Context: an optimization exercise on an open-source flow, tuned for small area, a short achievable clock period and few clock cycles. The choices shown serve that exercise and are no tape-out recipe. The RTL was checked by simulation tests, not by an equivalence proof against the original design. No activity file was given, so power comes from the tool's default toggle rates.

==> flow/design.v (excerpt) <==
module ap_top
(
  input  logic                     clock,
  input  logic                     rst,
  input  logic                     req_write,
  input  logic [1:0]               req_col,
  input  logic [4-1:0]  req_row,
  input  logic [8-1:0] req_data,
  input  logic                     req_valid,
  output logic                     req_ready,
  output logic [9-1:0]  rsp_data,
  output logic                     rsp_valid,
  input  logic [2:0]               op,
  input  logic                     op_valid,
  output logic                     op_ready,
  output logic                     op_done
);
For scale: roughly 1700 cells after synthesis, ~450 flip-flops, ~35 I/O pins, ~18000 um2 of cells after synthesis.
clock: 5.0 ns
lec_check: 0
abc_area: 1
cap_margin: 20
core_margin: 2
core_utilization: 40
setup_slack_margin: 2.5
slew_margin: 60
standard.sh (not shown) runs the stock make flow with config.mk's settings and CLKGATE_MAP_FILE= SYNTH_SCRIPT=/design/flow/synth_recipe.tcl, a recipe that flattens the netlist after the stock synthesis.
==> flow/flow/run.sh <==
#!/bin/bash
# The standard layout (standard.sh) with these settings changed:
# - ports are buffered with buf_4 rather than the delay-cell buffer that
#   buffer_ports picks by default (every port still gets its buffer);
# - gate sizing may change a cell's footprint (the platform holds it to the
#   same footprint by default), so timing repair can upsize weak drivers;
# - clock tree synthesis adds no dummy loads and clusters up to 24 sinks
#   within 80 um under each leaf buffer (ORFS's defaults otherwise).
# All of make's output goes to standard.log; ORFS's own logs stay in orfs/logs.
set -o pipefail
bash standard.sh MATCH_CELL_FOOTPRINT=0 \
  "BUFFER_PORTS_ARGS=-buffer_cell sky130_fd_sc_hd__buf_4" \
  "CTS_ARGS=-sink_clustering_enable -repair_clock_nets -dont_use_dummy_load -sink_clustering_size 24 -sink_clustering_max_diameter 80" \
  finish > standard.log 2>&1
Testbench counts at the start, summed over its fixed seeds: cycles 2,696.
Then changed:
CORE_UTILIZATION = 50   (was 40)
SETUP_SLACK_MARGIN = 2.6   (was 2.5)
What happened:
- The new run passed the timing, DRC and antenna checks
- count of clock-buffer cells in the layout shrinks by 1
- global-route usage grows by 5.3 points
- design area goes down slightly
- first-iteration DRC count is lower by roughly a tenth
Then changed:
--- a/flow/flow/run.sh
+++ b/flow/flow/run.sh
@@ -3 +3 @@
-# - ports are buffered with buf_4 rather than the delay-cell buffer that
+# - ports are buffered with buf_2 rather than the delay-cell buffer that
@@ -12 +12 @@
-  "BUFFER_PORTS_ARGS=-buffer_cell sky130_fd_sc_hd__buf_4" \
+  "BUFFER_PORTS_ARGS=-buffer_cell sky130_fd_sc_hd__buf_2" \
CORE_UTILIZATION = 40   (was 50)
Result:
- final area is higher by 0.94%
- power is higher by about 2.5%
- sequential cell count stays the same
- clock skew is higher by 18 ps
- sequential power barely changes
- final cell count is higher by about 6%
- first-iteration DRC count is higher by 39%
- wire length is higher by 3.4%
- global-route usage is lower by 5.0 points
Then changed:
CORE_UTILIZATION = 45   (was 40)
=> Wire length grows by about 0.35%; non-clock buffer count came out lower by 3; clock skew drops by 13 ps; die area went down by 11%; total power went down by 1.1%; register-to-register slack gets worse by 20 ps; count of clock-buffer cells in the layout goes down by 3.

========
Another version of the RTL of ap_top (not shown whole).
Size in the first run: about 1700 cells after synthesis, ~35 I/O pins, about 19000 sq um of cells after synthesis.
make LEC_CHECK=0 ABC_AREA=1 CAP_MARGIN=20 CORE_MARGIN=2 CORE_UTILIZATION=40 SETUP_SLACK_MARGIN=2.3 SLEW_MARGIN=20 finish   # period 5.0 ns
run.sh (not shown) runs the stock make flow with config.mk's settings and CLKGATE_MAP_FILE= SYNTH_SCRIPT=/design/flow/synth_recipe.tcl, a recipe that flattens the netlist after the stock synthesis.
Stock flow here: none of the scripts above is used.
The starting point completed with no timing, DRC or antenna violations.
Testbench counts at the start, summed over its fixed seeds: cycles 2,696.
Next try:
==> flow/flow/run.sh (new file) <==
#!/bin/bash
# The standard layout (standard.sh) with these settings changed:
# - ports are buffered with buf_4 rather than the delay-cell buffer that
#   buffer_ports picks by default (every port still gets its buffer);
# - gate sizing may change a cell's footprint (the platform holds it to the
#   same footprint by default), so timing repair can upsize weak drivers;
# - clock tree synthesis adds no dummy loads and clusters up to 24 sinks
#   within 80 um under each leaf buffer (ORFS's defaults otherwise).
# All of make's output goes to standard.log; ORFS's own logs stay in orfs/logs.
set -o pipefail
bash standard.sh MATCH_CELL_FOOTPRINT=0 \
  "BUFFER_PORTS_ARGS=-buffer_cell sky130_fd_sc_hd__buf_4" \
  "CTS_ARGS=-sink_clustering_enable -repair_clock_nets -dont_use_dummy_load -sink_clustering_size 24 -sink_clustering_max_diameter 80" \
  finish > standard.log 2>&1
==> flow/standard.sh (new file) <==
#!/bin/bash
# synth_recipe.tcl (not shown) runs the flow's synth.tcl, then flattens the netlist and writes it again
# the make line also repeats each setting of config.mk as NAME=value (left out here)
make -C /OpenROAD-flow-scripts/flow DESIGN_CONFIG=/design/flow/config.mk WORK_HOME=/design/flow/orfs CLKGATE_MAP_FILE= SYNTH_SCRIPT=/design/flow/synth_recipe.tcl "${@:-finish}"
- SETUP_SLACK_MARGIN: 2.3 -> 2.6
- SLEW_MARGIN: 20 -> 60
removed: flow/run.sh
Effect: Hold slack barely changes. Design area rose by 0.75%. Area after synthesis stays the same. Flip-flop and latch count is unchanged. Routed wire length rose by 0.79%. Critical path depth rose by 1. Via count is about the same. Register-to-register slack improves by 460 ps. Die area is unchanged.
Next try:
--- a/flow/flow/run.sh
+++ b/flow/flow/run.sh
@@ -2 +2 @@
-# The standard layout (standard.sh) with these settings changed:
+# The standard layout (standard.sh) with three settings changed:
@@ -7,2 +7,2 @@
-# - clock tree synthesis adds no dummy loads and clusters up to 24 sinks
-#   within 80 um under each leaf buffer (ORFS's defaults otherwise).
+# - clock tree synthesis adds no dummy loads (the clock tree is otherwise
+#   built with ORFS's default arguments).
@@ -13 +13 @@
-  "CTS_ARGS=-sink_clustering_enable -repair_clock_nets -dont_use_dummy_load -sink_clustering_size 24 -sink_clustering_max_diameter 80" \
+  "CTS_ARGS=-sink_clustering_enable -repair_clock_nets -dont_use_dummy_load" \
- sequential share of layout area fell by 2.0 points
- flip-flop and latch count does not change
- synthesized cell count is unchanged
- worst setup slack is better by 30 ps
- utilization rose by 1.6 points
- final area rose by 3.5%
- final cell count rose by 1.1%
Next try:
==> flow/run.sh (new file) <==
#!/bin/bash
# synth_recipe.tcl (not shown) runs the flow's synth.tcl, then flattens the netlist and writes it again
# the make line also repeats each setting of config.mk as NAME=value (left out here)
make -C /OpenROAD-flow-scripts/flow DESIGN_CONFIG=/design/flow/config.mk WORK_HOME=/design/flow/orfs CLKGATE_MAP_FILE= SYNTH_SCRIPT=/design/flow/synth_recipe.tcl finish
- SETUP_SLACK_MARGIN: 2.6 -> 2.5
- SLEW_MARGIN: 60 -> 20
removed: flow/flow/run.sh
removed: flow/standard.sh
=> Setup slack degrades by 260 ps. Global-route usage rises by 0.71 points. Wire length climbs by a few percent. Total power goes up by a few percent.
Next try:
==> flow/flow/run.sh (new file) <==
#!/bin/bash
# The standard layout (standard.sh) with two resizer settings changed:
# - ports are buffered with buf_4 rather than the delay-cell buffer that
#   buffer_ports picks by default (every port still gets its buffer);
# - gate sizing may change a cell's footprint (the platform holds it to the
#   same footprint by default), so timing repair can upsize weak drivers.
# All of make's output goes to standard.log; ORFS's own logs stay in orfs/logs.
set -o pipefail
bash standard.sh MATCH_CELL_FOOTPRINT=0 "BUFFER_PORTS_ARGS=-buffer_cell sky130_fd_sc_hd__buf_4" finish > standard.log 2>&1
==> flow/standard.sh (new file) <==
#!/bin/bash
# synth_recipe.tcl (not shown) runs the flow's synth.tcl, then flattens the netlist and writes it again
# the make line also repeats each setting of config.mk as NAME=value (left out here)
make -C /OpenROAD-flow-scripts/flow DESIGN_CONFIG=/design/flow/config.mk WORK_HOME=/design/flow/orfs CLKGATE_MAP_FILE= SYNTH_SCRIPT=/design/flow/synth_recipe.tcl "${@:-finish}"
- SETUP_SLACK_MARGIN: 2.5 -> 2.3
removed: flow/run.sh
Result:
- The changed run completed without violations
- clock skew stays flat
- wire length drops by 8.2%
- final cell count is lower by about 2%
- synthesized area is unchanged
- worst hold slack improved by 3.5 ps
- fmax grows by about 2.7%
- power drops by 1.4%

==> separate check: timing with driven ports <==
Ports are ideal in the flow. The routed layouts listed here were re-timed in OpenROAD. Step 1 assumes that a clkbuf_16 drives the clock port and a buf_2 every other input. Step 2 moves the port delays by t, midway between the first and last clock arrival at a register: inputs arrive t later, outputs are due t later. That takes back most of the time a late clock gives input paths. Slacks: ideal ports / drivers / drivers and shift; pairs: ideal ports / drivers.
run	t, ns	setup WS [ns]	worst hold slack (ns)	worst register clock-pin slew, ns	cell pins on the clock port's net
the first run of note 1	0.621	2.528 / 2.368 / 1.747	0.457 / 0.457 / 0.457	0.10 / 0.10	1
the second run of note 1	0.595	2.545 / 2.414 / 1.819	0.452 / 0.452 / 0.452	0.10 / 0.10	1
the third run of note 1	0.629	2.623 / 2.426 / 1.797	0.458 / 0.458 / 0.458	0.10 / 0.10	1
the fourth run of note 1	0.610	2.449 / 2.320 / 1.710	0.465 / 0.465 / 0.465	0.10 / 0.10	1
the first run of note 2	0.633	2.367 / 2.351 / 1.721	0.462 / 0.462 / 0.462	0.07 / 0.07	1
the second run of note 2	0.621	2.515 / 2.417 / 1.796	0.464 / 0.464 / 0.464	0.10 / 0.10	1
the third run of note 2	0.617	2.544 / 2.375 / 1.759	0.461 / 0.461 / 0.461	0.06 / 0.06	1
the fourth run of note 2	0.635	2.288 / 2.288 / 1.848	0.457 / 0.457 / 0.457	0.06 / 0.06	1
the fifth run of note 2	0.645	2.360 / 2.343 / 1.698	0.461 / 0.461 / 0.461	0.06 / 0.06	1
After both steps setup and hold are still met in every run listed. The setup slack of the third run of note 1, which loses most, moves by -0.197 ns with the drivers and by -0.826 ns with both steps.
